What follows belongs to an exercise in optimizing a design on an open flow for small area, a short achievable clock period and few clock cycles per item; a production flow would make more cautious choices. The RTL was checked by simulation tests, not by an equivalence proof against the original design.

`config.mk`:
```
export PLATFORM = sky130hd
export DESIGN_NAME = marked_cell_distance
export DESIGN_NICKNAME = marked_cell_distance
export VERILOG_FILES = /design/flow/design.v
export SDC_FILE = /design/flow/constraint.sdc
export NUM_CORES = 4
export LEC_CHECK = 0
export ABC_CLOCK_PERIOD_IN_PS = 2500
export CAP_MARGIN = 20
export CORE_MARGIN = 2
export CORE_UTILIZATION = 40
export SETUP_SLACK_MARGIN = 3.8
export SLEW_MARGIN = 20
```
`constraint.sdc`:
```
create_clock -name core_clock -period 6.5 [get_ports {aclk}]
set_input_delay 1.3000 -clock core_clock [delete_from_list [all_inputs] [get_ports {aclk}]]
set_output_delay 1.3000 -clock core_clock [all_outputs]
set_load 0.01 [all_outputs]
```
`design.v`:
```
`timescale 1ns / 1ps
package mcd_pkg;
    localparam int PT_W   = 11;
    localparam int CHAR_W = 8;
    localparam int DIST_W = 14;
    localparam int N_W    = 28;               
    localparam int X_W    = 29;               
    localparam logic [CHAR_W-1:0] CHAR_NEWLINE = 8'd10;
    localparam logic [CHAR_W-1:0] CHAR_MARK    = 8'd42;
    localparam logic REG_POINT_COL = 1'b0;
    localparam logic REG_POINT_ROW = 1'b1;
endpackage
`timescale 1ns / 1ps
module mcd_front (
    input  logic                         aclk,
    input  logic                         aresetn,
    input  logic                         s_tready,
    input  logic                         s_tvalid,
    input  logic [mcd_pkg::CHAR_W-1:0]   s_tdata,
    input  logic                         cfg_wen,
    input  logic                         cfg_index,
    input  logic [mcd_pkg::PT_W-1:0]     cfg_data,
    output logic                         v_o,
    output logic                         nl_o,
    output logic                         sat_o,
    output logic                         w_acc_o,
    output logic [mcd_pkg::X_W-1:0]      x_o
);
    logic [mcd_pkg::PT_W-1:0] pcol_reg, prow_reg;
    logic [mcd_pkg::PT_W-1:0] col_reg, row_reg;     
    logic                     accept, is_nl, is_mark;
    logic [mcd_pkg::PT_W:0]   ex, ey, fx, fy;
    logic [mcd_pkg::PT_W-1:0] dx, dy;
    logic                     va_reg, vb_reg, vc_reg, vd_reg;
    logic                     nla_reg, nlb_reg, nlc_reg, nld_reg;
    logic [mcd_pkg::PT_W-1:0] dxa_reg, dya_reg;
    logic [23:0]              sb_reg, cb_reg, eb_reg;
    logic                     satd_reg;
    logic [27:0]              yc0_reg, yc1_reg;
    logic [mcd_pkg::N_W-1:0]  nd_reg;
    logic [23:0]              pp_s, pp_c, pp_e;
    logic [27:0]              n_full, y0, y1;
    assign accept  = s_tvalid && s_tready;
    assign is_nl   = (s_tdata == mcd_pkg::CHAR_NEWLINE);
    assign is_mark = (s_tdata == mcd_pkg::CHAR_MARK);
    assign ex = {1'b0, pcol_reg} - {1'b0, col_reg};
    assign fx = {1'b0, col_reg} - {1'b0, pcol_reg};
    assign ey = {1'b0, prow_reg} - {1'b0, row_reg};
    assign fy = {1'b0, row_reg} - {1'b0, prow_reg};
    assign dx = ex[mcd_pkg::PT_W] ? fx[mcd_pkg::PT_W-1:0] : ex[mcd_pkg::PT_W-1:0];
    assign dy = ey[mcd_pkg::PT_W] ? fy[mcd_pkg::PT_W-1:0] : ey[mcd_pkg::PT_W-1:0];
    mcd_sqsum u_sqsum (
        .a (dxa_reg),
        .b (dya_reg),
        .s (pp_s),
        .c (pp_c),
        .e (pp_e)
    );
    mcd_x25 u_x25 (
        .s  (sb_reg),
        .c  (cb_reg),
        .e  (eb_reg),
        .y0 (y0),
        .y1 (y1)
    );
    assign n_full = yc0_reg + yc1_reg;
    always_ff @(posedge aclk) begin
        if (!aresetn) begin
            pcol_reg <= '0;
            prow_reg <= '0;
            col_reg  <= 11'd1;
            row_reg  <= 11'd1;
            va_reg   <= 1'b0;
            vb_reg   <= 1'b0;
            vc_reg   <= 1'b0;
            vd_reg   <= 1'b0;
        end else begin
            if (cfg_wen) begin
                if (cfg_index == mcd_pkg::REG_POINT_COL) pcol_reg <= cfg_data;
                else                                     prow_reg <= cfg_data;
            end
            if (accept) begin
                if (is_nl) begin
                    col_reg <= 11'd1;
                    if (!row_reg[10]) row_reg <= row_reg + 11'd1;
                end else if (!col_reg[10]) begin
                    col_reg <= col_reg + 11'd1;
                end
            end
            va_reg <= accept && (is_nl || is_mark);
            vb_reg <= va_reg;
            vc_reg <= vb_reg;
            vd_reg <= vc_reg;
        end
    end
    always_ff @(posedge aclk) begin
        nla_reg <= is_nl;
        dxa_reg <= dx;
        dya_reg <= dy;
        nlb_reg <= nla_reg;
        sb_reg  <= pp_s;
        cb_reg  <= pp_c;
        eb_reg  <= pp_e;
        nlc_reg <= nlb_reg;
        yc0_reg <= y0;
        yc1_reg <= y1;
        nld_reg <= nlc_reg;
        nd_reg  <= {n_full[25:0], 2'b00};
        satd_reg <= |n_full[27:26];
    end
    assign w_acc_o = accept && (is_nl || is_mark);
    assign v_o  = vd_reg;
    assign nl_o = nld_reg;
    assign sat_o = satd_reg;
    assign x_o  = {1'b0, nd_reg};
endmodule
module mcd_sqsum (
    input  logic [10:0] a,
    input  logic [10:0] b,
    output logic [23:0] s,
    output logic [23:0] c,
    output logic [23:0] e
);
    logic w1, w2, w3, w4, w5, w6, w7, w8, w9, w10, w11, w12, w13, w14, w15, w16, w17, w18, w19, w20, w21, w22, w23, w24, w25, w26, w27, w28, w29, w30, w31, w32, w33, w34, w35, w36, w37, w38, w39, w40, w41, w42, w43, w44, w45, w46, w47, w48, w49, w50, w51, w52, w53, w54, w55, w56, w57, w58, w59, w60, w61, w62, w63, w64, w65, w66, w67, w68, w69, w70, w71, w72, w73, w74, w75, w76, w77, w78, w79, w80, w81, w82, w83, w84, w85, w86, w87, w88, w89, w90, w91, w92, w93, w94, w95, w96, w97, w98, w99, w100, w101, w102, w103, w104, w105, w106, w107, w108, w109, w110, w111, w112, w113, w114, w115, w116, w117, w118, w119, w120, w121, w122, w123, w124, w125, w126, w127, w128, w129, w130, w131, w132, w133, w134, w135, w136, w137, w138, w139, w140, w141, w142, w143, w144, w145, w146, w147, w148, w149, w150, w151, w152, w153, w154, w155, w156, w157, w158, w159, w160, w161, w162, w163, w164;
    assign w1 = (a[0] & a[7]) ^ (a[1] & a[6]);
    assign w2 = (a[0] & a[7]) & (a[1] & a[6]);
    assign w3 = (a[0] & a[9]) ^ (a[1] & a[8]) ^ (a[2] & a[7]);
    assign w4 = ((a[0] & a[9]) & (a[1] & a[8])) | ((a[0] & a[9]) & (a[2] & a[7])) | ((a[1] & a[8]) & (a[2] & a[7]));
    assign w5 = (a[3] & a[6]) ^ (a[4] & a[5]);
    assign w6 = (a[3] & a[6]) & (a[4] & a[5]);
    assign w7 = (a[0] & a[10]) ^ (a[1] & a[9]) ^ (a[2] & a[8]);
    assign w8 = ((a[0] & a[10]) & (a[1] & a[9])) | ((a[0] & a[10]) & (a[2] & a[8])) | ((a[1] & a[9]) & (a[2] & a[8]));
    assign w9 = (a[3] & a[7]) ^ (a[4] & a[6]);
    assign w10 = (a[3] & a[7]) & (a[4] & a[6]);
    assign w11 = (a[1] & a[10]) ^ (a[2] & a[9]) ^ (a[3] & a[8]);
    assign w12 = ((a[1] & a[10]) & (a[2] & a[9])) | ((a[1] & a[10]) & (a[3] & a[8])) | ((a[2] & a[9]) & (a[3] & a[8]));
    assign w13 = (a[4] & a[7]) ^ (a[5] & a[6]) ^ a[6];
    assign w14 = ((a[4] & a[7]) & (a[5] & a[6])) | ((a[4] & a[7]) & a[6]) | ((a[5] & a[6]) & a[6]);
    assign w15 = (b[1] & b[10]) ^ (b[2] & b[9]);
    assign w16 = (b[1] & b[10]) & (b[2] & b[9]);
    assign w17 = (a[2] & a[10]) ^ (a[3] & a[9]) ^ (a[4] & a[8]);
    assign w18 = ((a[2] & a[10]) & (a[3] & a[9])) | ((a[2] & a[10]) & (a[4] & a[8])) | ((a[3] & a[9]) & (a[4] & a[8]));
    assign w19 = (a[3] & a[10]) ^ (a[4] & a[9]) ^ (a[5] & a[8]);
    assign w20 = ((a[3] & a[10]) & (a[4] & a[9])) | ((a[3] & a[10]) & (a[5] & a[8])) | ((a[4] & a[9]) & (a[5] & a[8]));
    assign w21 = (a[0] & a[5]) ^ (a[1] & a[4]) ^ (a[2] & a[3]);
    assign w22 = ((a[0] & a[5]) & (a[1] & a[4])) | ((a[0] & a[5]) & (a[2] & a[3])) | ((a[1] & a[4]) & (a[2] & a[3]));
    assign w23 = (a[0] & a[6]) ^ (a[1] & a[5]);
    assign w24 = (a[0] & a[6]) & (a[1] & a[5]);
    assign w25 = w1 ^ (a[2] & a[5]) ^ (a[3] & a[4]);
    assign w26 = (w1 & (a[2] & a[5])) | (w1 & (a[3] & a[4])) | ((a[2] & a[5]) & (a[3] & a[4]));
    assign w27 = a[4] ^ (b[0] & b[7]) ^ (b[1] & b[6]);
    assign w28 = (a[4] & (b[0] & b[7])) | (a[4] & (b[1] & b[6])) | ((b[0] & b[7]) & (b[1] & b[6]));
    assign w29 = w2 ^ (a[0] & a[8]) ^ (a[1] & a[7]);
    assign w30 = (w2 & (a[0] & a[8])) | (w2 & (a[1] & a[7])) | ((a[0] & a[8]) & (a[1] & a[7]));
    assign w31 = (a[2] & a[6]) ^ (a[3] & a[5]) ^ (b[0] & b[8]);
    assign w32 = ((a[2] & a[6]) & (a[3] & a[5])) | ((a[2] & a[6]) & (b[0] & b[8])) | ((a[3] & a[5]) & (b[0] & b[8]));
    assign w33 = (b[1] & b[7]) ^ (b[2] & b[6]);
    assign w34 = (b[1] & b[7]) & (b[2] & b[6]);
    assign w35 = w3 ^ w5 ^ a[5];
    assign w36 = (w3 & w5) | (w3 & a[5]) | (w5 & a[5]);
    assign w37 = (b[0] & b[9]) ^ (b[1] & b[8]) ^ (b[2] & b[7]);
    assign w38 = ((b[0] & b[9]) & (b[1] & b[8])) | ((b[0] & b[9]) & (b[2] & b[7])) | ((b[1] & b[8]) & (b[2] & b[7]));
    assign w39 = (b[3] & b[6]) ^ (b[4] & b[5]) ^ b[5];
    assign w40 = ((b[3] & b[6]) & (b[4] & b[5])) | ((b[3] & b[6]) & b[5]) | ((b[4] & b[5]) & b[5]);
    assign w41 = w4 ^ w6 ^ w7;
    assign w42 = (w4 & w6) | (w4 & w7) | (w6 & w7);
    assign w43 = w9 ^ (b[0] & b[10]) ^ (b[1] & b[9]);
    assign w44 = (w9 & (b[0] & b[10])) | (w9 & (b[1] & b[9])) | ((b[0] & b[10]) & (b[1] & b[9]));
    assign w45 = (b[2] & b[8]) ^ (b[3] & b[7]) ^ (b[4] & b[6]);
    assign w46 = ((b[2] & b[8]) & (b[3] & b[7])) | ((b[2] & b[8]) & (b[4] & b[6])) | ((b[3] & b[7]) & (b[4] & b[6]));
    assign w47 = w8 ^ w10 ^ w11;
    assign w48 = (w8 & w10) | (w8 & w11) | (w10 & w11);
    assign w49 = w13 ^ w15 ^ (b[3] & b[8]);
    assign w50 = (w13 & w15) | (w13 & (b[3] & b[8])) | (w15 & (b[3] & b[8]));
    assign w51 = (b[4] & b[7]) ^ (b[5] & b[6]) ^ b[6];
    assign w52 = ((b[4] & b[7]) & (b[5] & b[6])) | ((b[4] & b[7]) & b[6]) | ((b[5] & b[6]) & b[6]);
    assign w53 = w12 ^ w14 ^ w16;
    assign w54 = (w12 & w14) | (w12 & w16) | (w14 & w16);
    assign w55 = w17 ^ (a[5] & a[7]) ^ (b[2] & b[10]);
    assign w56 = (w17 & (a[5] & a[7])) | (w17 & (b[2] & b[10])) | ((a[5] & a[7]) & (b[2] & b[10]));
    assign w57 = (b[3] & b[9]) ^ (b[4] & b[8]) ^ (b[5] & b[7]);
    assign w58 = ((b[3] & b[9]) & (b[4] & b[8])) | ((b[3] & b[9]) & (b[5] & b[7])) | ((b[4] & b[8]) & (b[5] & b[7]));
    assign w59 = w18 ^ w19 ^ (a[6] & a[7]);
    assign w60 = (w18 & w19) | (w18 & (a[6] & a[7])) | (w19 & (a[6] & a[7]));
    assign w61 = a[7] ^ (b[3] & b[10]) ^ (b[4] & b[9]);
    assign w62 = (a[7] & (b[3] & b[10])) | (a[7] & (b[4] & b[9])) | ((b[3] & b[10]) & (b[4] & b[9]));
    assign w63 = (b[5] & b[8]) ^ (b[6] & b[7]) ^ b[7];
    assign w64 = ((b[5] & b[8]) & (b[6] & b[7])) | ((b[5] & b[8]) & b[7]) | ((b[6] & b[7]) & b[7]);
    assign w65 = w20 ^ (a[4] & a[10]) ^ (a[5] & a[9]);
    assign w66 = (w20 & (a[4] & a[10])) | (w20 & (a[5] & a[9])) | ((a[4] & a[10]) & (a[5] & a[9]));
    assign w67 = (a[6] & a[8]) ^ (b[4] & b[10]) ^ (b[5] & b[9]);
    assign w68 = ((a[6] & a[8]) & (b[4] & b[10])) | ((a[6] & a[8]) & (b[5] & b[9])) | ((b[4] & b[10]) & (b[5] & b[9]));
    assign w69 = (a[5] & a[10]) ^ (a[6] & a[9]) ^ (a[7] & a[8]);
    assign w70 = ((a[5] & a[10]) & (a[6] & a[9])) | ((a[5] & a[10]) & (a[7] & a[8])) | ((a[6] & a[9]) & (a[7] & a[8]));
    assign w71 = a[8] ^ (b[5] & b[10]) ^ (b[6] & b[9]);
    assign w72 = (a[8] & (b[5] & b[10])) | (a[8] & (b[6] & b[9])) | ((b[5] & b[10]) & (b[6] & b[9]));
    assign w73 = (a[0] & a[3]) ^ (a[1] & a[2]) ^ a[2];
    assign w74 = ((a[0] & a[3]) & (a[1] & a[2])) | ((a[0] & a[3]) & a[2]) | ((a[1] & a[2]) & a[2]);
    assign w75 = (a[0] & a[4]) ^ (a[1] & a[3]);
    assign w76 = (a[0] & a[4]) & (a[1] & a[3]);
    assign w77 = w21 ^ a[3] ^ (b[0] & b[5]);
    assign w78 = (w21 & a[3]) | (w21 & (b[0] & b[5])) | (a[3] & (b[0] & b[5]));
    assign w79 = (b[1] & b[4]) ^ (b[2] & b[3]);
    assign w80 = (b[1] & b[4]) & (b[2] & b[3]);
    assign w81 = w22 ^ w23 ^ (a[2] & a[4]);
    assign w82 = (w22 & w23) | (w22 & (a[2] & a[4])) | (w23 & (a[2] & a[4]));
    assign w83 = (b[0] & b[6]) ^ (b[1] & b[5]) ^ (b[2] & b[4]);
    assign w84 = ((b[0] & b[6]) & (b[1] & b[5])) | ((b[0] & b[6]) & (b[2] & b[4])) | ((b[1] & b[5]) & (b[2] & b[4]));
    assign w85 = w24 ^ w25 ^ w27;
    assign w86 = (w24 & w25) | (w24 & w27) | (w25 & w27);
    assign w87 = (b[2] & b[5]) ^ (b[3] & b[4]) ^ b[4];
    assign w88 = ((b[2] & b[5]) & (b[3] & b[4])) | ((b[2] & b[5]) & b[4]) | ((b[3] & b[4]) & b[4]);
    assign w89 = w26 ^ w28 ^ w29;
    assign w90 = (w26 & w28) | (w26 & w29) | (w28 & w29);
    assign w91 = w31 ^ w33 ^ (b[3] & b[5]);
    assign w92 = (w31 & w33) | (w31 & (b[3] & b[5])) | (w33 & (b[3] & b[5]));
    assign w93 = w30 ^ w32 ^ w34;
    assign w94 = (w30 & w32) | (w30 & w34) | (w32 & w34);
    assign w95 = w35 ^ w37 ^ w39;
    assign w96 = (w35 & w37) | (w35 & w39) | (w37 & w39);
    assign w97 = w36 ^ w38 ^ w40;
    assign w98 = (w36 & w38) | (w36 & w40) | (w38 & w40);
    assign w99 = w41 ^ w43 ^ w45;
    assign w100 = (w41 & w43) | (w41 & w45) | (w43 & w45);
    assign w101 = w42 ^ w44 ^ w46;
    assign w102 = (w42 & w44) | (w42 & w46) | (w44 & w46);
    assign w103 = w47 ^ w49 ^ w51;
    assign w104 = (w47 & w49) | (w47 & w51) | (w49 & w51);
    assign w105 = w48 ^ w50 ^ w52;
    assign w106 = (w48 & w50) | (w48 & w52) | (w50 & w52);
    assign w107 = w53 ^ w55 ^ w57;
    assign w108 = (w53 & w55) | (w53 & w57) | (w55 & w57);
    assign w109 = w54 ^ w56 ^ w58;
    assign w110 = (w54 & w56) | (w54 & w58) | (w56 & w58);
    assign w111 = w59 ^ w61 ^ w63;
    assign w112 = (w59 & w61) | (w59 & w63) | (w61 & w63);
    assign w113 = w60 ^ w62 ^ w64;
    assign w114 = (w60 & w62) | (w60 & w64) | (w62 & w64);
    assign w115 = w65 ^ w67 ^ (b[6] & b[8]);
    assign w116 = (w65 & w67) | (w65 & (b[6] & b[8])) | (w67 & (b[6] & b[8]));
    assign w117 = w66 ^ w68 ^ w69;
    assign w118 = (w66 & w68) | (w66 & w69) | (w68 & w69);
    assign w119 = w71 ^ (b[7] & b[8]) ^ b[8];
    assign w120 = (w71 & (b[7] & b[8])) | (w71 & b[8]) | ((b[7] & b[8]) & b[8]);
    assign w121 = w70 ^ w72 ^ (a[6] & a[10]);
    assign w122 = (w70 & w72) | (w70 & (a[6] & a[10])) | (w72 & (a[6] & a[10]));
    assign w123 = (a[7] & a[9]) ^ (b[6] & b[10]) ^ (b[7] & b[9]);
    assign w124 = ((a[7] & a[9]) & (b[6] & b[10])) | ((a[7] & a[9]) & (b[7] & b[9])) | ((b[6] & b[10]) & (b[7] & b[9]));
    assign w125 = (a[7] & a[10]) ^ (a[8] & a[9]) ^ a[9];
    assign w126 = ((a[7] & a[10]) & (a[8] & a[9])) | ((a[7] & a[10]) & a[9]) | ((a[8] & a[9]) & a[9]);
    assign w127 = (b[7] & b[10]) ^ (b[8] & b[9]) ^ b[9];
    assign w128 = ((b[7] & b[10]) & (b[8] & b[9])) | ((b[7] & b[10]) & b[9]) | ((b[8] & b[9]) & b[9]);
    assign w129 = (a[0] & a[1]) ^ a[1];
    assign w130 = (a[0] & a[1]) & a[1];
    assign w131 = w73 ^ (b[0] & b[3]);
    assign w132 = w73 & (b[0] & b[3]);
    assign w133 = w74 ^ w75 ^ (b[0] & b[4]);
    assign w134 = (w74 & w75) | (w74 & (b[0] & b[4])) | (w75 & (b[0] & b[4]));
    assign w135 = w76 ^ w77 ^ w79;
    assign w136 = (w76 & w77) | (w76 & w79) | (w77 & w79);
    assign w137 = w78 ^ w80 ^ w81;
    assign w138 = (w78 & w80) | (w78 & w81) | (w80 & w81);
    assign w139 = w82 ^ w84 ^ w85;
    assign w140 = (w82 & w84) | (w82 & w85) | (w84 & w85);
    assign w141 = w86 ^ w88 ^ w89;
    assign w142 = (w86 & w88) | (w86 & w89) | (w88 & w89);
    assign w143 = w90 ^ w92 ^ w93;
    assign w144 = (w90 & w92) | (w90 & w93) | (w92 & w93);
    assign w145 = w94 ^ w96 ^ w97;
    assign w146 = (w94 & w96) | (w94 & w97) | (w96 & w97);
    assign w147 = w98 ^ w100 ^ w101;
    assign w148 = (w98 & w100) | (w98 & w101) | (w100 & w101);
    assign w149 = w102 ^ w104 ^ w105;
    assign w150 = (w102 & w104) | (w102 & w105) | (w104 & w105);
    assign w151 = w106 ^ w108 ^ w109;
    assign w152 = (w106 & w108) | (w106 & w109) | (w108 & w109);
    assign w153 = w110 ^ w112 ^ w113;
    assign w154 = (w110 & w112) | (w110 & w113) | (w112 & w113);
    assign w155 = w114 ^ w116 ^ w117;
    assign w156 = (w114 & w116) | (w114 & w117) | (w116 & w117);
    assign w157 = w118 ^ w120 ^ w121;
    assign w158 = (w118 & w120) | (w118 & w121) | (w120 & w121);
    assign w159 = w122 ^ w124 ^ w125;
    assign w160 = (w122 & w124) | (w122 & w125) | (w124 & w125);
    assign w161 = w126 ^ w128 ^ (a[8] & a[10]);
    assign w162 = (w126 & w128) | (w126 & (a[8] & a[10])) | (w128 & (a[8] & a[10]));
    assign w163 = (a[9] & a[10]) ^ a[10] ^ (b[9] & b[10]);
    assign w164 = ((a[9] & a[10]) & a[10]) | ((a[9] & a[10]) & (b[9] & b[10])) | (a[10] & (b[9] & b[10]));
    assign s = {1'b0, 1'b0, w164, w162, w160, w158, w156, w154, w152, w150, w148, w146, w144, w142, w140, w138, w136, w134, w132, w131, w130, w129, 1'b0, a[0]};
    assign c = {1'b0, 1'b0, 1'b0, w163, w161, w159, w157, w155, w153, w151, w149, w147, w145, w143, w141, w139, w137, w135, w133, (b[1] & b[2]), (a[0] & a[2]), (b[0] & b[1]), 1'b0, b[0]};
    assign e = {1'b0, 1'b0, 1'b0, b[10], (b[8] & b[10]), w127, w123, w119, w115, w111, w107, w103, w99, w95, w91, w87, w83, b[3], (b[1] & b[3]), b[2], (b[0] & b[2]), b[1], 1'b0, 1'b0};
endmodule
module mcd_x25 (
    input  logic [23:0] s,
    input  logic [23:0] c,
    input  logic [23:0] e,
    output logic [27:0] y0,
    output logic [27:0] y1
);
    logic w1, w2, w3, w4, w5, w6, w7, w8, w9, w10, w11, w12, w13, w14, w15, w16, w17, w18, w19, w20, w21, w22, w23, w24, w25, w26, w27, w28, w29, w30, w31, w32, w33, w34, w35, w36, w37, w38, w39, w40, w41, w42, w43, w44, w45, w46, w47, w48, w49, w50, w51, w52, w53, w54, w55, w56, w57, w58, w59, w60, w61, w62, w63, w64, w65, w66, w67, w68, w69, w70, w71, w72, w73, w74, w75, w76, w77, w78, w79, w80, w81, w82, w83, w84, w85, w86, w87, w88, w89, w90, w91, w92, w93, w94, w95, w96, w97, w98, w99, w100, w101, w102, w103, w104, w105, w106, w107, w108, w109, w110, w111, w112, w113, w114, w115, w116, w117, w118, w119, w120, w121, w122, w123, w124, w125, w126, w127, w128, w129, w130, w131, w132, w133, w134, w135, w136, w137, w138, w139, w140, w141, w142, w143, w144, w145, w146, w147, w148, w149, w150, w151, w152, w153, w154, w155, w156, w157, w158, w159, w160, w161, w162, w163, w164, w165, w166, w167, w168, w169, w170, w171, w172, w173, w174, w175, w176, w177, w178, w179, w180, w181, w182, w183, w184, w185, w186, w187, w188, w189, w190, w191, w192, w193, w194, w195, w196, w197, w198, w199, w200, w201, w202, w203, w204, w205, w206, w207, w208, w209, w210, w211, w212, w213, w214, w215, w216, w217, w218, w219, w220, w221, w222, w223, w224, w225, w226, w227, w228, w229, w230, w231, w232;
    assign w1 = s[0] ^ c[0] ^ e[0];
    assign w2 = (s[0] & c[0]) | (s[0] & e[0]) | (c[0] & e[0]);
    assign w3 = s[1] ^ c[1] ^ e[1];
    assign w4 = (s[1] & c[1]) | (s[1] & e[1]) | (c[1] & e[1]);
    assign w5 = s[2] ^ c[2] ^ e[2];
    assign w6 = (s[2] & c[2]) | (s[2] & e[2]) | (c[2] & e[2]);
    assign w7 = s[3] ^ c[3] ^ e[3];
    assign w8 = (s[3] & c[3]) | (s[3] & e[3]) | (c[3] & e[3]);
    assign w9 = s[4] ^ c[4] ^ e[4];
    assign w10 = (s[4] & c[4]) | (s[4] & e[4]) | (c[4] & e[4]);
    assign w11 = s[5] ^ c[5] ^ e[5];
    assign w12 = (s[5] & c[5]) | (s[5] & e[5]) | (c[5] & e[5]);
    assign w13 = s[6] ^ c[6] ^ e[6];
    assign w14 = (s[6] & c[6]) | (s[6] & e[6]) | (c[6] & e[6]);
    assign w15 = s[7] ^ c[7] ^ e[7];
    assign w16 = (s[7] & c[7]) | (s[7] & e[7]) | (c[7] & e[7]);
    assign w17 = s[8] ^ c[8] ^ e[8];
    assign w18 = (s[8] & c[8]) | (s[8] & e[8]) | (c[8] & e[8]);
    assign w19 = s[9] ^ c[9] ^ e[9];
    assign w20 = (s[9] & c[9]) | (s[9] & e[9]) | (c[9] & e[9]);
    assign w21 = s[10] ^ c[10] ^ e[10];
    assign w22 = (s[10] & c[10]) | (s[10] & e[10]) | (c[10] & e[10]);
    assign w23 = s[11] ^ c[11] ^ e[11];
    assign w24 = (s[11] & c[11]) | (s[11] & e[11]) | (c[11] & e[11]);
    assign w25 = s[12] ^ c[12] ^ e[12];
    assign w26 = (s[12] & c[12]) | (s[12] & e[12]) | (c[12] & e[12]);
    assign w27 = s[13] ^ c[13] ^ e[13];
    assign w28 = (s[13] & c[13]) | (s[13] & e[13]) | (c[13] & e[13]);
    assign w29 = s[14] ^ c[14] ^ e[14];
    assign w30 = (s[14] & c[14]) | (s[14] & e[14]) | (c[14] & e[14]);
    assign w31 = s[15] ^ c[15] ^ e[15];
    assign w32 = (s[15] & c[15]) | (s[15] & e[15]) | (c[15] & e[15]);
    assign w33 = s[16] ^ c[16] ^ e[16];
    assign w34 = (s[16] & c[16]) | (s[16] & e[16]) | (c[16] & e[16]);
    assign w35 = s[17] ^ c[17] ^ e[17];
    assign w36 = (s[17] & c[17]) | (s[17] & e[17]) | (c[17] & e[17]);
    assign w37 = s[18] ^ c[18] ^ e[18];
    assign w38 = (s[18] & c[18]) | (s[18] & e[18]) | (c[18] & e[18]);
    assign w39 = s[19] ^ c[19] ^ e[19];
    assign w40 = (s[19] & c[19]) | (s[19] & e[19]) | (c[19] & e[19]);
    assign w41 = s[20] ^ c[20] ^ e[20];
    assign w42 = (s[20] & c[20]) | (s[20] & e[20]) | (c[20] & e[20]);
    assign w43 = s[21] ^ c[21] ^ e[21];
    assign w44 = (s[21] & c[21]) | (s[21] & e[21]) | (c[21] & e[21]);
    assign w45 = s[22] ^ c[22] ^ e[22];
    assign w46 = (s[22] & c[22]) | (s[22] & e[22]) | (c[22] & e[22]);
    assign w47 = s[23] ^ c[23] ^ e[23];
    assign w48 = (s[23] & c[23]) | (s[23] & e[23]) | (c[23] & e[23]);
    assign w49 = w1 ^ w3;
    assign w50 = w1 & w3;
    assign w51 = w3 ^ w5 ^ w11;
    assign w52 = (w3 & w5) | (w3 & w11) | (w5 & w11);
    assign w53 = w2 ^ w4;
    assign w54 = w2 & w4;
    assign w55 = w5 ^ w7 ^ w13;
    assign w56 = (w5 & w7) | (w5 & w13) | (w7 & w13);
    assign w57 = w4 ^ w6 ^ w12;
    assign w58 = (w4 & w6) | (w4 & w12) | (w6 & w12);
    assign w59 = w7 ^ w9 ^ w15;
    assign w60 = (w7 & w9) | (w7 & w15) | (w9 & w15);
    assign w61 = w6 ^ w8 ^ w14;
    assign w62 = (w6 & w8) | (w6 & w14) | (w8 & w14);
    assign w63 = w9 ^ w11 ^ w17;
    assign w64 = (w9 & w11) | (w9 & w17) | (w11 & w17);
    assign w65 = w8 ^ w10 ^ w16;
    assign w66 = (w8 & w10) | (w8 & w16) | (w10 & w16);
    assign w67 = w11 ^ w13 ^ w19;
    assign w68 = (w11 & w13) | (w11 & w19) | (w13 & w19);
    assign w69 = w10 ^ w12 ^ w18;
    assign w70 = (w10 & w12) | (w10 & w18) | (w12 & w18);
    assign w71 = w13 ^ w15 ^ w21;
    assign w72 = (w13 & w15) | (w13 & w21) | (w15 & w21);
    assign w73 = w12 ^ w14 ^ w20;
    assign w74 = (w12 & w14) | (w12 & w20) | (w14 & w20);
    assign w75 = w15 ^ w17 ^ w23;
    assign w76 = (w15 & w17) | (w15 & w23) | (w17 & w23);
    assign w77 = w14 ^ w16 ^ w22;
    assign w78 = (w14 & w16) | (w14 & w22) | (w16 & w22);
    assign w79 = w17 ^ w19 ^ w25;
    assign w80 = (w17 & w19) | (w17 & w25) | (w19 & w25);
    assign w81 = w16 ^ w18 ^ w24;
    assign w82 = (w16 & w18) | (w16 & w24) | (w18 & w24);
    assign w83 = w19 ^ w21 ^ w27;
    assign w84 = (w19 & w21) | (w19 & w27) | (w21 & w27);
    assign w85 = w18 ^ w20 ^ w26;
    assign w86 = (w18 & w20) | (w18 & w26) | (w20 & w26);
    assign w87 = w21 ^ w23 ^ w29;
    assign w88 = (w21 & w23) | (w21 & w29) | (w23 & w29);
    assign w89 = w20 ^ w22 ^ w28;
    assign w90 = (w20 & w22) | (w20 & w28) | (w22 & w28);
    assign w91 = w23 ^ w25 ^ w31;
    assign w92 = (w23 & w25) | (w23 & w31) | (w25 & w31);
    assign w93 = w22 ^ w24 ^ w30;
    assign w94 = (w22 & w24) | (w22 & w30) | (w24 & w30);
    assign w95 = w25 ^ w27 ^ w33;
    assign w96 = (w25 & w27) | (w25 & w33) | (w27 & w33);
    assign w97 = w24 ^ w26 ^ w32;
    assign w98 = (w24 & w26) | (w24 & w32) | (w26 & w32);
    assign w99 = w27 ^ w29 ^ w35;
    assign w100 = (w27 & w29) | (w27 & w35) | (w29 & w35);
    assign w101 = w26 ^ w28 ^ w34;
    assign w102 = (w26 & w28) | (w26 & w34) | (w28 & w34);
    assign w103 = w29 ^ w31 ^ w37;
    assign w104 = (w29 & w31) | (w29 & w37) | (w31 & w37);
    assign w105 = w28 ^ w30 ^ w36;
    assign w106 = (w28 & w30) | (w28 & w36) | (w30 & w36);
    assign w107 = w31 ^ w33 ^ w39;
    assign w108 = (w31 & w33) | (w31 & w39) | (w33 & w39);
    assign w109 = w30 ^ w32 ^ w38;
    assign w110 = (w30 & w32) | (w30 & w38) | (w32 & w38);
    assign w111 = w33 ^ w35 ^ w41;
    assign w112 = (w33 & w35) | (w33 & w41) | (w35 & w41);
    assign w113 = w32 ^ w34 ^ w40;
    assign w114 = (w32 & w34) | (w32 & w40) | (w34 & w40);
    assign w115 = w35 ^ w37 ^ w43;
    assign w116 = (w35 & w37) | (w35 & w43) | (w37 & w43);
    assign w117 = w34 ^ w36 ^ w42;
    assign w118 = (w34 & w36) | (w34 & w42) | (w36 & w42);
    assign w119 = w37 ^ w39 ^ w45;
    assign w120 = (w37 & w39) | (w37 & w45) | (w39 & w45);
    assign w121 = w36 ^ w38 ^ w44;
    assign w122 = (w36 & w38) | (w36 & w44) | (w38 & w44);
    assign w123 = w39 ^ w41 ^ w47;
    assign w124 = (w39 & w41) | (w39 & w47) | (w41 & w47);
    assign w125 = w38 ^ w40 ^ w46;
    assign w126 = (w38 & w40) | (w38 & w46) | (w40 & w46);
    assign w127 = w41 ^ w43 ^ w40;
    assign w128 = (w41 & w43) | (w41 & w40) | (w43 & w40);
    assign w129 = w42 ^ w48;
    assign w130 = w42 & w48;
    assign w131 = w43 ^ w45 ^ w42;
    assign w132 = (w43 & w45) | (w43 & w42) | (w45 & w42);
    assign w133 = w45 ^ w47;
    assign w134 = w45 & w47;
    assign w135 = w49 ^ w9;
    assign w136 = w49 & w9;
    assign w137 = w50 ^ w51 ^ w53;
    assign w138 = (w50 & w51) | (w50 & w53) | (w51 & w53);
    assign w139 = w52 ^ w54 ^ w55;
    assign w140 = (w52 & w54) | (w52 & w55) | (w54 & w55);
    assign w141 = w56 ^ w58 ^ w59;
    assign w142 = (w56 & w58) | (w56 & w59) | (w58 & w59);
    assign w143 = w60 ^ w62 ^ w63;
    assign w144 = (w60 & w62) | (w60 & w63) | (w62 & w63);
    assign w145 = w64 ^ w66 ^ w67;
    assign w146 = (w64 & w66) | (w64 & w67) | (w66 & w67);
    assign w147 = w68 ^ w70 ^ w71;
    assign w148 = (w68 & w70) | (w68 & w71) | (w70 & w71);
    assign w149 = w72 ^ w74 ^ w75;
    assign w150 = (w72 & w74) | (w72 & w75) | (w74 & w75);
    assign w151 = w76 ^ w78 ^ w79;
    assign w152 = (w76 & w78) | (w76 & w79) | (w78 & w79);
    assign w153 = w80 ^ w82 ^ w83;
    assign w154 = (w80 & w82) | (w80 & w83) | (w82 & w83);
    assign w155 = w84 ^ w86 ^ w87;
    assign w156 = (w84 & w86) | (w84 & w87) | (w86 & w87);
    assign w157 = w88 ^ w90 ^ w91;
    assign w158 = (w88 & w90) | (w88 & w91) | (w90 & w91);
    assign w159 = w92 ^ w94 ^ w95;
    assign w160 = (w92 & w94) | (w92 & w95) | (w94 & w95);
    assign w161 = w96 ^ w98 ^ w99;
    assign w162 = (w96 & w98) | (w96 & w99) | (w98 & w99);
    assign w163 = w100 ^ w102 ^ w103;
    assign w164 = (w100 & w102) | (w100 & w103) | (w102 & w103);
    assign w165 = w104 ^ w106 ^ w107;
    assign w166 = (w104 & w106) | (w104 & w107) | (w106 & w107);
    assign w167 = w108 ^ w110 ^ w111;
    assign w168 = (w108 & w110) | (w108 & w111) | (w110 & w111);
    assign w169 = w112 ^ w114 ^ w115;
    assign w170 = (w112 & w114) | (w112 & w115) | (w114 & w115);
    assign w171 = w116 ^ w118 ^ w119;
    assign w172 = (w116 & w118) | (w116 & w119) | (w118 & w119);
    assign w173 = w120 ^ w122 ^ w123;
    assign w174 = (w120 & w122) | (w120 & w123) | (w122 & w123);
    assign w175 = w124 ^ w126 ^ w127;
    assign w176 = (w124 & w126) | (w124 & w127) | (w126 & w127);
    assign w177 = w128 ^ w130 ^ w131;
    assign w178 = (w128 & w130) | (w128 & w131) | (w130 & w131);
    assign w179 = w132 ^ w133 ^ w44;
    assign w180 = (w132 & w133) | (w132 & w44) | (w133 & w44);
    assign w181 = w134 ^ w47 ^ w46;
    assign w182 = (w134 & w47) | (w134 & w46) | (w47 & w46);
    assign w183 = w1 ^ w7;
    assign w184 = w1 & w7;
    assign w185 = w135 ^ w2 ^ w8;
    assign w186 = (w135 & w2) | (w135 & w8) | (w2 & w8);
    assign w187 = w136 ^ w137 ^ w10;
    assign w188 = (w136 & w137) | (w136 & w10) | (w137 & w10);
    assign w189 = w138 ^ w139 ^ w57;
    assign w190 = (w138 & w139) | (w138 & w57) | (w139 & w57);
    assign w191 = w140 ^ w141 ^ w61;
    assign w192 = (w140 & w141) | (w140 & w61) | (w141 & w61);
    assign w193 = w142 ^ w143 ^ w65;
    assign w194 = (w142 & w143) | (w142 & w65) | (w143 & w65);
    assign w195 = w144 ^ w145 ^ w69;
    assign w196 = (w144 & w145) | (w144 & w69) | (w145 & w69);
    assign w197 = w146 ^ w147 ^ w73;
    assign w198 = (w146 & w147) | (w146 & w73) | (w147 & w73);
    assign w199 = w148 ^ w149 ^ w77;
    assign w200 = (w148 & w149) | (w148 & w77) | (w149 & w77);
    assign w201 = w150 ^ w151 ^ w81;
    assign w202 = (w150 & w151) | (w150 & w81) | (w151 & w81);
    assign w203 = w152 ^ w153 ^ w85;
    assign w204 = (w152 & w153) | (w152 & w85) | (w153 & w85);
    assign w205 = w154 ^ w155 ^ w89;
    assign w206 = (w154 & w155) | (w154 & w89) | (w155 & w89);
    assign w207 = w156 ^ w157 ^ w93;
    assign w208 = (w156 & w157) | (w156 & w93) | (w157 & w93);
    assign w209 = w158 ^ w159 ^ w97;
    assign w210 = (w158 & w159) | (w158 & w97) | (w159 & w97);
    assign w211 = w160 ^ w161 ^ w101;
    assign w212 = (w160 & w161) | (w160 & w101) | (w161 & w101);
    assign w213 = w162 ^ w163 ^ w105;
    assign w214 = (w162 & w163) | (w162 & w105) | (w163 & w105);
    assign w215 = w164 ^ w165 ^ w109;
    assign w216 = (w164 & w165) | (w164 & w109) | (w165 & w109);
    assign w217 = w166 ^ w167 ^ w113;
    assign w218 = (w166 & w167) | (w166 & w113) | (w167 & w113);
    assign w219 = w168 ^ w169 ^ w117;
    assign w220 = (w168 & w169) | (w168 & w117) | (w169 & w117);
    assign w221 = w170 ^ w171 ^ w121;
    assign w222 = (w170 & w171) | (w170 & w121) | (w171 & w121);
    assign w223 = w172 ^ w173 ^ w125;
    assign w224 = (w172 & w173) | (w172 & w125) | (w173 & w125);
    assign w225 = w174 ^ w175 ^ w129;
    assign w226 = (w174 & w175) | (w174 & w129) | (w175 & w129);
    assign w227 = w176 ^ w177 ^ w44;
    assign w228 = (w176 & w177) | (w176 & w44) | (w177 & w44);
    assign w229 = w178 ^ w179 ^ w46;
    assign w230 = (w178 & w179) | (w178 & w46) | (w179 & w46);
    assign w231 = w180 ^ w181 ^ w48;
    assign w232 = (w180 & w181) | (w180 & w48) | (w181 & w48);
    assign y0 = {w230, w228, w226, w224, w222, w220, w218, w216, w214, w212, w210, w208, w206, w204, w202, w200, w198, w196, w194, w192, w190, w188, w186, w184, w183, w5, w3, w1};
    assign y1 = {w231, w229, w227, w225, w223, w221, w219, w217, w215, w213, w211, w209, w207, w205, w203, w201, w199, w197, w195, w193, w191, w189, w187, w185, w6, w4, w2, 1'b0};
endmodule
`timescale 1ns / 1ps
module mcd_sqrt_step #(
    parameter int K = 0
) (
    input  logic [mcd_pkg::X_W-1:0] x,
    input  logic [15:0]             un,
    output logic [mcd_pkg::X_W-1:0] y,
    output logic [15:0]             un_o
);
    localparam int RW = K + 5;      
    localparam int DW = K + 6;      
    logic [13:0]   qn;              
    logic [RW-1:0] rp;
    logic [DW-1:0] d1, d2, d3;
    logic [1:0]    dig;
    logic [K+2:0]  rn;
    logic [15:0]   unm, unp;
    assign qn = 14'(x >> (mcd_pkg::X_W - K)) | ~((14'd1 << K) - 14'd1);
    assign rp = x[mcd_pkg::X_W-1-K -: RW];
    assign d1 = DW'(rp) + DW'({2'b11, qn, 3'b111});     
    assign d2 = DW'(rp) + DW'({1'b1, qn, 4'b1100});     
    assign d3 = DW'(rp) + DW'({un, 3'b111});            
    assign unm = un - 16'd1;                            
    assign unp = un + 16'd1;                            
    always_comb begin
        if (!d3[DW-1]) begin
            dig  = 2'd3;
            rn   = d3[K+2:0];
            un_o = {unm[13:0], 2'b01};
        end else if (!d2[DW-1]) begin
            dig  = 2'd2;
            rn   = d2[K+2:0];
            un_o = {un[13:0], 2'b00};
        end else if (!d1[DW-1]) begin
            dig  = 2'd1;
            rn   = d1[K+2:0];
            un_o = {un[13:0], 2'b11};
        end else begin
            dig  = 2'd0;
            rn   = rp[K+2:0];
            un_o = {unp[13:0], 2'b10};
        end
    end
    assign y = (mcd_pkg::X_W'({qn, ~dig} & ((16'd1 << (K + 2)) - 16'd1)) << (mcd_pkg::X_W - 2 - K))
             | (mcd_pkg::X_W'(rn) << (24 - 2 * K))
             | (x & ((mcd_pkg::X_W'(1) << (24 - 2 * K)) - mcd_pkg::X_W'(1)));
endmodule
module mcd_sqrt_cell #(
    parameter int K = 0,
    parameter int N = 1
) (
    input  logic                     aclk,
    input  logic                     aresetn,
    input  logic                     v_i,
    input  logic                     nl_i,
    input  logic                     sat_i,
    input  logic [mcd_pkg::X_W-1:0]  x_i,
    input  logic [15:0]              un_i,
    output logic                     v_o,
    output logic                     nl_o,
    output logic                     sat_o,
    output logic [mcd_pkg::X_W-1:0]  x_o,
    output logic [15:0]              un_o
);
    logic                     v_reg, nl_reg, sat_reg;
    logic [mcd_pkg::X_W-1:0]  x_reg, x_next;
    localparam int KO = K + 2 * N;      
    logic [KO+1:0]                 un_reg;
    logic [N:0][mcd_pkg::X_W-1:0]  xs;
    logic [N:0][15:0]              uns;
    assign xs[0]  = x_i;
    assign uns[0] = un_i;
    for (genvar j = 0; j < N; j++) begin : g_step
        mcd_sqrt_step #(.K(K + 2 * j)) u_step (
            .x    (xs[j]),
            .un   (uns[j]),
            .y    (xs[j+1]),
            .un_o (uns[j+1])
        );
    end
    assign x_next = xs[N];
    always_ff @(posedge aclk) begin
        if (!aresetn) v_reg <= 1'b0;
        else          v_reg <= v_i;
    end
    always_ff @(posedge aclk) begin
        nl_reg <= nl_i;
        sat_reg <= sat_i;
        x_reg  <= x_next;
        un_reg <= uns[N][KO+1:0];
    end
    assign v_o  = v_reg;
    assign nl_o = nl_reg;
    assign sat_o = sat_reg;
    assign x_o  = x_reg;
    assign un_o = 16'(un_reg) | ~((16'd1 << (KO + 2)) - 16'd1);
endmodule
`timescale 1ns / 1ps
module mcd_out #(
    parameter int QN = 7,                  
    parameter int QB = (QN > 1) ? $clog2(QN) : 1
) (
    input  logic                        aclk,
    input  logic                        aresetn,
    input  logic                        w_acc,       
    input  logic                        v_i,
    input  logic                        nl_i,
    input  logic                        sat_i,       
    input  logic [mcd_pkg::X_W-1:0]     x_i,
    input  logic                        m_tready,
    output logic                        s_tready,
    output logic                        m_tvalid,
    output logic [15:0]                 m_tdata,
    output logic [0:0]                  m_tuser
);
    localparam int CW = $clog2(QN + 2);
    logic [13:0]   q, q1;
    logic [14:0]   r;
    logic          up;
    logic [14:0]   word_next, word;    
    logic          wv_reg;
    logic          h_valid, rdy_reg, take, h_free;
    logic [14:0]   h_word;
    logic [14:0]   mem [QN];
    logic [QB-1:0] wp, rp;
    logic [QB:0]   qcnt;
    logic [CW-1:0] cnt, cnt_next;
    logic          q_empty, push, pop;
    assign q  = ~x_i[28:15];             
    assign r  = x_i[14:0];
    assign q1 = q + 14'd1;
    assign up = (r > {1'b0, q});
    always_comb begin
        if (nl_i)                       word_next = {1'b1, 14'd0};
        else if (sat_i || (up && (&q))) word_next = {1'b0, 14'h3FFF};
        else if (up)                    word_next = {1'b0, q1};
        else                            word_next = {1'b0, q};
    end
    always_ff @(posedge aclk) begin
        if (!aresetn) wv_reg <= 1'b0;
        else          wv_reg <= v_i;
    end
    always_ff @(posedge aclk) begin
        word <= word_next;
    end
    assign take    = h_valid && m_tready;
    assign h_free  = !h_valid || take;
    assign q_empty = (qcnt == '0);
    assign pop     = h_free && !q_empty;
    assign push    = wv_reg && !(h_free && q_empty);
    always_comb begin
        cnt_next = cnt;
        if (w_acc && !take)      cnt_next = cnt + CW'(1);
        else if (!w_acc && take) cnt_next = cnt - CW'(1);
    end
    always_ff @(posedge aclk) begin
        if (!aresetn) begin
            h_valid <= 1'b0;
            rdy_reg <= 1'b1;
            cnt     <= '0;
            wp      <= '0;
            rp      <= '0;
            qcnt    <= '0;
        end else begin
            if (h_free) h_valid <= wv_reg || !q_empty;
            rdy_reg <= (cnt_next <= CW'(QN));
            cnt     <= cnt_next;
            if (push) wp <= (wp == QB'(QN - 1)) ? '0 : wp + QB'(1);
            if (pop)  rp <= (rp == QB'(QN - 1)) ? '0 : rp + QB'(1);
            if (push && !pop)      qcnt <= qcnt + (QB+1)'(1);
            else if (pop && !push) qcnt <= qcnt - (QB+1)'(1);
        end
    end
    always_ff @(posedge aclk) begin
        if (h_free) h_word <= q_empty ? word : mem[rp];
        if (push)   mem[wp] <= word;
    end
    assign s_tready = rdy_reg;
    assign m_tvalid = h_valid;
    assign m_tdata  = {2'b00, h_word[13:0]};
    assign m_tuser  = h_word[14];
endmodule
`timescale 1ns / 1ps
module marked_cell_distance #(
    parameter int MAX_COLS = 1024,
    parameter int MAX_ROWS = 1024
) (
    input  logic                        aclk,
    input  logic                        aresetn,
    input  logic                        s_tvalid,
    output logic                        s_tready,
    input  logic [7:0]                  s_tdata,    
    output logic                        m_tvalid,
    input  logic                        m_tready,
    output logic [15:0]                 m_tdata,    
    output logic [0:0]                  m_tuser,    
    input  logic                        cfg_wen,
    input  logic                        cfg_index,
    input  logic [mcd_pkg::PT_W-1:0]    cfg_data
);
    localparam int NS = 6;     
    logic                                w_acc;
    logic [NS:0]                         v_c, nl_c, sat_c;
    logic [NS:0][mcd_pkg::X_W-1:0]       x_c;
    logic [NS:0][15:0]                   un_c;
    assign un_c[0] = ~16'd1;    
    mcd_front u_front (
        .aclk      (aclk),
        .aresetn   (aresetn),
        .s_tready  (s_tready),
        .s_tvalid  (s_tvalid),
        .s_tdata   (s_tdata),
        .cfg_wen   (cfg_wen),
        .cfg_index (cfg_index),
        .cfg_data  (cfg_data),
        .v_o       (v_c[0]),
        .nl_o      (nl_c[0]),
        .sat_o     (sat_c[0]),
        .w_acc_o   (w_acc),
        .x_o       (x_c[0])
    );
    for (genvar i = 0; i < NS; i++) begin : g_cell
        mcd_sqrt_cell #(
            .K ((i == 0) ? 0 : 2 * i + 2),
            .N ((i == 0) ? 2 : 1)
        ) u_cell (
            .aclk    (aclk),
            .aresetn (aresetn),
            .v_i     (v_c[i]),
            .nl_i    (nl_c[i]),
            .sat_i   (sat_c[i]),
            .x_i     (x_c[i]),
            .un_i    (un_c[i]),
            .v_o     (v_c[i+1]),
            .nl_o    (nl_c[i+1]),
            .sat_o   (sat_c[i+1]),
            .x_o     (x_c[i+1]),
            .un_o    (un_c[i+1])
        );
    end
    mcd_out u_out (
        .aclk     (aclk),
        .aresetn  (aresetn),
        .v_i      (v_c[NS]),
        .nl_i     (nl_c[NS]),
        .sat_i    (sat_c[NS]),
        .x_i      (x_c[NS]),
        .m_tready (m_tready),
        .w_acc    (w_acc),
        .s_tready (s_tready),
        .m_tvalid (m_tvalid),
        .m_tdata  (m_tdata),
        .m_tuser  (m_tuser)
    );
endmodule
```
`run.sh`:
```
#!/bin/bash
# synth_recipe.tcl (not shown) runs the flow's synth.tcl, then flattens the netlist and writes it again
# the make line also repeats each setting of config.mk as NAME=value (left out here)
make -C /OpenROAD-flow-scripts/flow DESIGN_CONFIG=/design/flow/config.mk WORK_HOME=/design/flow/orfs CLKGATE_MAP_FILE= SYNTH_SCRIPT=/design/flow/synth_recipe.tcl finish
```
==> results of run 1 <==
path summary, 6_finish.rpt:
kind | to | slack [ns] | cells past startpoint
max | g_cell[4].u_cell.un_reg[12] | 3.79 | 9
min reg2reg | g_cell[4].u_cell.x_reg[2] | 0.31 | 0
max reg2reg | g_cell[4].u_cell.un_reg[12] | 3.79 | 9
min | g_cell[4].u_cell.x_reg[2] | 0.31 | 0
worst reg2reg max path: cells and delay by family, from the launching register on:
| family | cells | cell delay, ns |
|---|---|---|
| flops | 1 | 0.43 |
| xor+xnor | 1 | 0.17 |
| compound gates | 6 | 1.10 |
| fa+ha+maj | 1 | 0.35 |
| simple gates | 1 | 0.59 |
per-layer routing:
metal  track usage (%)  vias up  wire length, µm
met2              28.5      364            34700
met3              2.21      121             2430
met4              5.20        0             1990
li1                  -    11644                -
met1              22.0    10954            33300
met5                 0        -                0
per-stage QoR:
stage | std cells | util, %
final | 4521 | 46.9
after CTS | 4476 | 45.9
after floorplan | 3315 | -
after detailed placement | 4337 | 42.4
after global placement | 4337 | 42.4
after global routing | 4521 | 46.9
layout make-up:
| class | count | area share [%] |
|---|---|---|
| Multi-Input combinational cell | 2281 | 49.9 |
| Sequential cell | 599 | 34.5 |
| Clock buffer | 85 | 4.70 |
| Tap cell | 1070 | 3.47 |
| Inverter | 333 | 3.26 |
| Timing Repair Buffer | 118 | 2.78 |
| Clock inverter | 35 | 1.38 |
cells in the final DEF, fill, tap and decap left out, drive strengths merged, types with 20 or more instances in the layout:
cell    netlist  routed
edfxtp      120     120
xnor2       130     130
and2        122     122
xor2         80      80
nor2b        35      35
buf          23      78
fa          161     161
ha          277     277
nor4         27      27
o21a         29      29
a21oi       188     188
mux2i        59      59
a21boi       39      39
a21o         63      63
clkbuf       79      85
a211oi       38      38
nor3         72      72
nand3        48      48
nand2       239     239
o21ai       166     166
nand2b       35      35
o21bai       22      22
dfxtp       479     479
nor2        158     158
clkinv        0      20
a31oi        23      23
inv         333     335
what timing repair did:
| action | in CTS | in global routing |
|---|---|---|
| pin swaps | 13 | 50 |
| gates resized for setup | 106 | 153 |
| endpoints found under the setup margin | 201 | 118 |
| setup buffers | 19 | 43 |
| gates cloned | 0 | 1 |
cell families after synthesis:
| logic type | Yosys count | synth area share [%] |
|---|---|---|
| XOR/XNOR | 210 | 5.52 |
| other | 1 | 0.0113 |
| buffers and inverters | 435 | 5.04 |
| AND/OR/NAND/NOR | 830 | 12.5 |
| flip-flops | 599 | 39.6 |
| adder cells (fa/ha/maj) | 438 | 20.1 |
| multiplexers | 78 | 2.92 |
| AO/OA/AOI/OAI | 723 | 14.3 |
==> impl_metrics.tcl, run 1 <==
set metrics [dict create \
    status "no timing/DRC/antenna violations" \
    detailed_place_hpwl_um 53800 \
    drv_cap 0 \
    postPlaceCellArea_um2 34800 \
    yosysTopAreaCell "dfxtp_1" \
    yosys_warnings 15 \
    hold_path.class "flop to flop" \
    die_y_um 293 \
    yosys-top-cells-area "dfxtp_1, edfxtp_1, ha_1, fa_1, inv_1" \
    setup_slack_ns 3.79 \
    io_buffers 41 \
    crit_path_frequent_cell "a21o_1" \
    synth_top_area_share_pct 28.8 \
    cts_root_buf "clkbuf_16" \
    cts_hold_buf 0 \
    crit_chain "ha_1, a21o_1, a21o_1, a21oi_1, o21ai_2, o221a_4, or4_4, o32ai_2, xor2_1" \
    fill_cells 7633 \
    rsz0062_at_grt "yes" \
    crit_type "flop to flop" \
    grt_overflow_total 0 \
    startpoint "g_cell[3].u_cell.x_reg[12]" \
    preCtsSetupSlack_ns 2.97 \
    async_flop_share_pct 0 \
    fin_skew_ns 0.0329 \
    drc 0 \
    worstMarginPinSlew_ns 1.01 \
    vias 23083 \
    grt_max_degree 68 \
    startpoint_type "flop" \
    min_from "g_cell[3].u_cell.x_reg[2]" \
    syn-cell-area_um2 33300 \
    synth_most_common_cell "dfxtp_1" \
    tns_ns 0 \
    report.final.slew_viol_count 0 \
    finalCritPeriodShare_pct 41.7 \
    setup_violations 0 \
    grt_pass1_vias 22457 \
    hold_viol 0 \
    synthTopCellsByCount "dfxtp_1, inv_1, ha_1" \
    area_growth_pct 15.8 \
    cp_max_fo 25 \
    drt_iter0_drc 1292 \
    ios 44 \
    die_w_um 293 \
    routed_wirelength_um 72400 \
    synthCells 3314 \
    max_stage_delay_ns 0.59 \
    cts_made_buffers 66 \
    ctsLongestPathBuffers 3 \
    diodes 0 \
    reg2reg_from "g_cell[3].u_cell.x_reg[12]" \
    cts_sinks 599 \
    ys_ff_latch 599 \
    synthFlopType "dfxtp_1" \
    fmax_mhz 369 \
    wl_per_cell_um 16.0 \
    fin_nets 3862 \
    die-area_um2 85600 \
    grt_pass1_wl_um 116000 \
    initial_core_util_pct 40.5 \
    multi_input_area_um2 19200 \
    cp.arrival_ns 3.25 \
    seqCellArea_um2 13300 \
    avgSynthCellArea_um2 10.0 \
    place_congestion 0.863 \
    crit_slowest_cell "or4_4" \
    antenna_found_initial 0 \
    clkTransAtPathRegs_ns 0.06 \
    cts_tree "done" \
    period_minus_slack_ns 2.71 \
    final_area_um2 38600 \
    crit_required_ns 7.04 \
    max_slew_margin_pct 32.9 \
    cp_num_buf_inv 0 \
    dr.pass1.iters 5 \
    grt.total_usage_pct 16.7 \
    cts-htree-levels 3 \
    largest_reg_flops 163 \
    clkLatencyLatePin_ns 0.61 \
    worstSetupEndpointType "flop" \
    hold_slack_ns 0.308 \
    viasPerCell 5.11 \
    ys_seq_area_share_pct 39.6 \
    ant_nets 0 \
    critical_path.top_delay_family "compound AO/OA/AOI/OAI gates" \
    drive_gt1_share_pct 12.2 \
    ys_types 95 \
    core-area_um2 82200 \
    fp-row-count 105 \
    synth-edff-count 120 \
]
Testbench counts, summed over its fixed seeds: cycles 32,176, items 32,000.
==> run 2: changes to the inputs <==
--- a/config.mk
+++ b/config.mk
@@ -5,7 +5,7 @@
 export SDC_FILE = /design/flow/constraint.sdc
 export NUM_CORES = 4
 export LEC_CHECK = 0
-export ABC_CLOCK_PERIOD_IN_PS = 2500
+export ABC_CLOCK_PERIOD_IN_PS = 3200
 export CAP_MARGIN = 20
 export CORE_MARGIN = 2
 export CORE_UTILIZATION = 40
==> run 2 against run 1 <==
Effect of this change: still clean; clock-buffer cell count unchanged; wire length did not move; hold slack unchanged; maximum frequency unchanged; final area did not move; via count is the same; clock skew unchanged.
==> impl_metrics.tcl, run 2 <==
set metrics [dict create \
    cts_tree "done" \
    clkTransAtPathRegs_ns 0.06 \
    vias 23083 \
    routed_wirelength_um 72400 \
    startpoint_type "flop" \
    ant_nets 0 \
    grt_pass1_vias 22457 \
    rsz0062_at_grt "yes" \
    ys_seq_area_share_pct 39.6 \
    fp-row-count 105 \
    grt_pass1_wl_um 116000 \
    yosysTopAreaCell "dfxtp_1" \
    grt_max_degree 68 \
    status "no timing/DRC/antenna violations" \
    drc 0 \
    cts_sinks 599 \
    finalCritPeriodShare_pct 41.7 \
    ys_ff_latch 599 \
    worstSetupEndpointType "flop" \
    seqCellArea_um2 13300 \
    cts_hold_buf 0 \
    area_growth_pct 15.8 \
    fmax_mhz 369 \
    fin_skew_ns 0.0329 \
    ys_types 95 \
    met3_usage_pct 2.21 \
    diodes 0 \
    yosys_warnings 15 \
    cts_made_buffers 66 \
    cp.arrival_ns 3.25 \
    yosys-top-cells-area "dfxtp_1, edfxtp_1, ha_1, fa_1, inv_1" \
    fill_cells 7633 \
    max_slew_margin_pct 32.9 \
    viasPerCell 5.11 \
    grt_overflow_total 0 \
    syn-cell-area_um2 33300 \
    core-area_um2 82200 \
    ctsLongestPathBuffers 3 \
    avgSynthCellArea_um2 10.0 \
    crit_type "flop to flop" \
    met2_usage_pct 28.5 \
    wl_per_cell_um 16.0 \
    largest_reg_flops 163 \
    hold_viol 0 \
    cts-htree-levels 3 \
    synth_top_area_share_pct 28.8 \
    period_minus_slack_ns 2.71 \
    drv_cap 0 \
    crit_required_ns 7.04 \
    tns_ns 0 \
    initial_core_util_pct 40.5 \
    worstMarginPinSlew_ns 1.01 \
    die_y_um 293 \
    ios 44 \
    drive_gt1_share_pct 12.2 \
    clkLatencyLatePin_ns 0.61 \
    hold_path.class "flop to flop" \
    fin_nets 3862 \
    report.final.slew_viol_count 0 \
    grt.total_usage_pct 16.7 \
    dr.pass1.iters 5 \
    grt_use_met1_pct 22.0 \
    synth_most_common_cell "dfxtp_1" \
    layout_commonest_cell "dfxtp_1" \
    setup_violations 0 \
    multi_input_area_um2 19200 \
    cp_max_fo 25 \
    dp_cells 4337 \
    synthFlopType "dfxtp_1" \
    synthTopCellsByCount "dfxtp_1, inv_1, ha_1" \
    synthCells 3314 \
    async_flop_share_pct 0 \
    final_cell_mix "dfxtp_1, inv_1, ha_1, nand2_1, a21oi_1" \
    busiest_layer "met2" \
    die_w_um 293 \
    io_buffers 41 \
    instances_no_fill 4521 \
    drt_iter0_drc 1292 \
    die-area_um2 85600 \
    detailed_place_hpwl_um 53800 \
    place_congestion 0.863 \
    cts_root_buf "clkbuf_16" \
    antenna_found_initial 0 \
    synth-edff-count 120 \
]
[run 2: cell counts after synthesis]
Identical to the previous run, type by type.
[run 2: worst max-delay path, stage by stage (launching register included)]
cell and delay, ns:
dfxtp_1 0.43, ha_1 0.35, a21o_1 0.18, a21o_1 0.16, a21oi_1 0.16, o21ai_2 0.11, o221a_4 0.36, or4_4 0.59
o32ai_2 0.12, xor2_1 0.17
[run 2: layout make-up]
class,count,share of cell area (%)
well taps,1070,3.47
multi-input cells,2281,49.9
clock inverters,35,1.38
repair buffers,118,2.78
flip-flops and latches,599,34.5
clock buffers,85,4.70
inverters,333,3.26
[run 2: worst paths after layout]
check	start	slack, ns	cells after the start	endpoint
worst max-delay path	g_cell[3].u_cell.x_reg[12]	3.79	9	g_cell[4].u_cell.un_reg[12]
worst min-delay path	g_cell[3].u_cell.x_reg[2]	0.31	0	g_cell[4].u_cell.x_reg[2]
worst max register to register	g_cell[3].u_cell.x_reg[12]	3.79	9	g_cell[4].u_cell.un_reg[12]
worst min register to register	g_cell[3].u_cell.x_reg[2]	0.31	0	g_cell[4].u_cell.x_reg[2]
[run 2: cells by family after synthesis]
kind of cell	synth area share, %
multiplexers	2.92
other	0.0113
XOR/XNOR	5.52
AO/OA/AOI/OAI	14.3
AND/OR/NAND/NOR	12.5
buffers and inverters	5.04
flip-flops	39.6
adder cells (fa/ha/maj)	20.1
[run 2: through the flow]
step                      hold slack (ns)  util [%]  setup WS [ns]  cell area [µm²]
after floorplan                     0.310         -           3.72            33400
after global placement              0.310      42.4           2.97            34800
after detailed placement            0.312      42.4           2.97            34800
after CTS                           0.302      45.9           3.73            37700
after global routing                0.312      46.9           3.67            38600
final                               0.308      46.9           3.79            38600
[run 2: metal layers]
metal	vias to the layer above	routed length, µm
met2	364	34700
met4	0	1990
met5	-	0
li1	11644	-
met3	121	2430
met1	10954	33300
[run 2: what timing repair did]
item | 4_1_cts | 5_1_grt
setup endpoints to repair | 201 | 118
cloned | 0 | 1
gates resized for setup | 106 | 153
pin swaps | 13 | 50
buffers inserted | 19 | 43
==> run 3: changes to the inputs <==
--- a/config.mk
+++ b/config.mk
@@ -5,9 +5,11 @@
 export SDC_FILE = /design/flow/constraint.sdc
 export NUM_CORES = 4
 export LEC_CHECK = 0
-export ABC_CLOCK_PERIOD_IN_PS = 3200
+export ABC_CLOCK_PERIOD_IN_PS = 2500
 export CAP_MARGIN = 20
 export CORE_MARGIN = 2
 export CORE_UTILIZATION = 40
+export CTS_CLUSTER_DIAMETER = 60
+export CTS_CLUSTER_SIZE = 24
 export SETUP_SLACK_MARGIN = 3.8
 export SLEW_MARGIN = 20
==> run 3 against run 2 <==
Effect of this change: die area unchanged; critical endpoint is now g_cell[4].u_cell.un_reg[8]; maximum frequency increased by 0.65%; first-iteration DRC count decreased by 13%; clock skew rose by 0.0097 ns.
==> impl_metrics.tcl, run 3 <==
set metrics [dict create \
    startpoint "g_cell[3].u_cell.x_reg[12]" \
    clkTransAtPathRegs_ns 0.09 \
    min_path_cells 0 \
    drive_gt1_share_pct 12.0 \
    worstReg2RegEnd "g_cell[4].u_cell.un_reg[8]" \
    final_util_pct 46.3 \
    drv_cap 0 \
    dr.pass1.iters 5 \
    core-area_um2 82200 \
    final_area_um2 38000 \
    max_slew_margin_pct 32.6 \
    synthCells 3314 \
    place_congestion 0.863 \
    yosys_warnings 15 \
    crit_required_ns 7.05 \
    hold_slack_ns 0.313 \
    viasPerCell 5.11 \
    grt_max_degree 68 \
    initial_core_util_pct 40.5 \
    die_y_um 293 \
    fin_nets 3851 \
    worstSetupEndpointType "flop" \
    critical_path.top_delay_family "compound AO/OA/AOI/OAI gates" \
    ctsLongestPathBuffers 3 \
    setup_violations 0 \
    reg2reg_from "g_cell[3].u_cell.x_reg[12]" \
    cp_max_fo 25 \
    antenna_found_initial 0 \
    cp_num_buf_inv 0 \
    async_flop_share_pct 0 \
    yosysTopAreaCell "dfxtp_1" \
    report.final.slew_viol_count 0 \
    synth_top_area_share_pct 28.8 \
    die-area_um2 85600 \
    min_from "u_front.nd_reg[13]" \
    rsz0062_at_grt "yes" \
    cts_root_buf "clkbuf_16" \
    cts_sinks 599 \
    status "no timing/DRC/antenna violations" \
    grt_overflow_total 0 \
    drt_iter0_drc 1130 \
    syn-cell-area_um2 33300 \
    grt_pass1_wl_um 116000 \
    vias 22968 \
    synthTopCellsByCount "dfxtp_1, inv_1, ha_1" \
    crit_type "flop to flop" \
    area_growth_pct 14.2 \
    startpoint_type "flop" \
    cts_tree "done" \
    drc 0 \
    clkLatencyLatePin_ns 0.61 \
    cts-htree-levels 2 \
    yosys-top-cells-area "dfxtp_1, edfxtp_1, ha_1, fa_1, inv_1" \
    instances_no_fill 4496 \
    fmax_mhz 372 \
    final_cell_mix "dfxtp_1, inv_1, ha_1, nand2_1, a21oi_1" \
    fin_skew_ns 0.0426 \
    io_buffers 41 \
    detailed_place_hpwl_um 53800 \
    period_minus_slack_ns 2.69 \
    hold_path_end "g_cell[0].u_cell.x_reg[13]" \
    cts_made_buffers 47 \
    cts_hold_buf 0 \
    synth-edff-count 120 \
    ys_types 95 \
    grt_pass1_vias 22355 \
    ant_nets 0 \
    routed_wirelength_um 71900 \
    ios 44 \
    diodes 0 \
    synth_most_common_cell "dfxtp_1" \
    max_stage_delay_ns 0.60 \
    fp-row-count 105 \
    layout_commonest_cell "dfxtp_1" \
    postPlaceCellArea_um2 34800 \
    worstMarginPinSlew_ns 1.01 \
    dp_cells 4337 \
    die_w_um 293 \
    hold_viol 0 \
    tns_ns 0 \
    hold_path.class "flop to flop" \
    grt.total_usage_pct 16.5 \
    worstRegToRegCells 9 \
    ys_ff_latch 599 \
    wl_per_cell_um 16.0 \
    crit_chain "ha_1, a21o_1, a21o_1, a21oi_1, o21ai_2, o221a_4, or4_4, o21ai_2, xor2_1" \
    crit_slowest_cell "or4_4" \
    synthFlopType "dfxtp_1" \
    r2r_slack_ns 3.81 \
    avgSynthCellArea_um2 10.0 \
    ys_seq_area_share_pct 39.6 \
    finalCritPeriodShare_pct 41.4 \
    cp.arrival_ns 3.24 \
    largest_reg_flops 163 \
]
## run 3: cell types whose count changed in the layout (fill, tap and decap cells not counted), moves of 4 or more
cell,previous run,this run
inv_16,1,5
bufinv_16,8,3
clkinv_8,2,6
buf_4,65,75
clkbuf_8,7,0
inv_8,0,5
clkbuf_16,67,49
dfxtp_2,32,37
clkbuf_1,11,1
clkinv_2,8,4
inv_12,0,5
## run 3: what timing repair did
action / 4_1_cts / 5_1_grt
cloned: 0 / 1
buffers inserted: 21 / 49
pin swaps: 10 / 58
resized for setup: 110 / 142
setup endpoints to repair: 206 / 123
## run 3: routing by layer
metal	GRT usage [%]	share of wire, %
met1	21.8	46
met3	1.94	3.2
met5	0	0
met4	4.84	2.6
met2	28.3	48
## run 3: worst reg2reg max path, delay by kind of cell (launching register included)
| kind | cells | cell delay (ns) |
|---|---|---|
| AO/OA/AOI/OAI | 6 | 1.12 |
| XOR/XNOR | 1 | 0.14 |
| adder cells (fa/ha/maj) | 1 | 0.35 |
| flip-flops | 1 | 0.43 |
| AND/OR/NAND/NOR | 1 | 0.61 |
## run 3: cell type report
cell class / instances / area (µm²)
tap: 1070 / 1340
clock inverter: 38 / 544
inverter: 333 / 1260
fill: 7691 / 44200
clock buffer: 49 / 1200
multi-input combinational: 2281 / 19300
timing repair buffer: 126 / 1140
sequential: 599 / 13300
## run 3: how the worst max path moves through the flow
stage                                  end  slack (ns)  depth (start not counted)
4_1_cts                      u_out.rdy_reg        3.72                          9
6_report        g_cell[4].u_cell.un_reg[8]        3.81                          9
3_5_place_dp              u_out.mem[3][12]        2.97                          6
5_1_grt        g_cell[4].u_cell.un_reg[12]        3.67                          9
2_1_floorplan           u_front.row_reg[9]        3.72                          6
3_3_place_gp              u_out.mem[3][12]        2.97                          6
## run 3: cells by family (layout without fill, tap and decap cells)
| family | Yosys count | in the layout | synth area share, % |
|---|---|---|---|
| AO/OA/AOI/OAI | 723 | 723 | 14.3 |
| XOR/XNOR | 210 | 210 | 5.52 |
| adder cells (fa/ha/maj) | 438 | 438 | 20.1 |
| buffers and inverters | 435 | 546 | 5.04 |
| flip-flops | 599 | 599 | 39.6 |
| multiplexers | 78 | 78 | 2.92 |
| other | 1 | 2 | 0.0113 |
| AND/OR/NAND/NOR | 830 | 830 | 12.5 |
## run 3: stage by stage
step	worst slack (ns)
after CTS	3.72
after global routing	3.67
after floorplan	3.72
after global placement	2.97
after detailed placement	2.97
final	3.81

-- separate check: timing with driven ports --
In the flow no input, the clock included, has a driving cell. The finished layouts below were timed again as built, in two steps.
Step 1 assumes that a clkbuf_16 drives the clock port and a buf_2 every other input.
Step 2 also shifts input and output timing later by t, the mid clock arrival at the registers, as if the neighbouring blocks saw the same clock.
a / b / c = ideal / step 1 / step 2; a / b = the first two.
run	shift t [ns]	setup WS [ns]	pins driven straight from the clock port
run 1	0.670	3.792 / 3.792 / 3.275	1
run 2	0.670	3.792 / 3.792 / 3.275	1
run 3	0.659	3.810 / 3.810 / 3.300	1
After both steps every run listed still meets setup and hold.
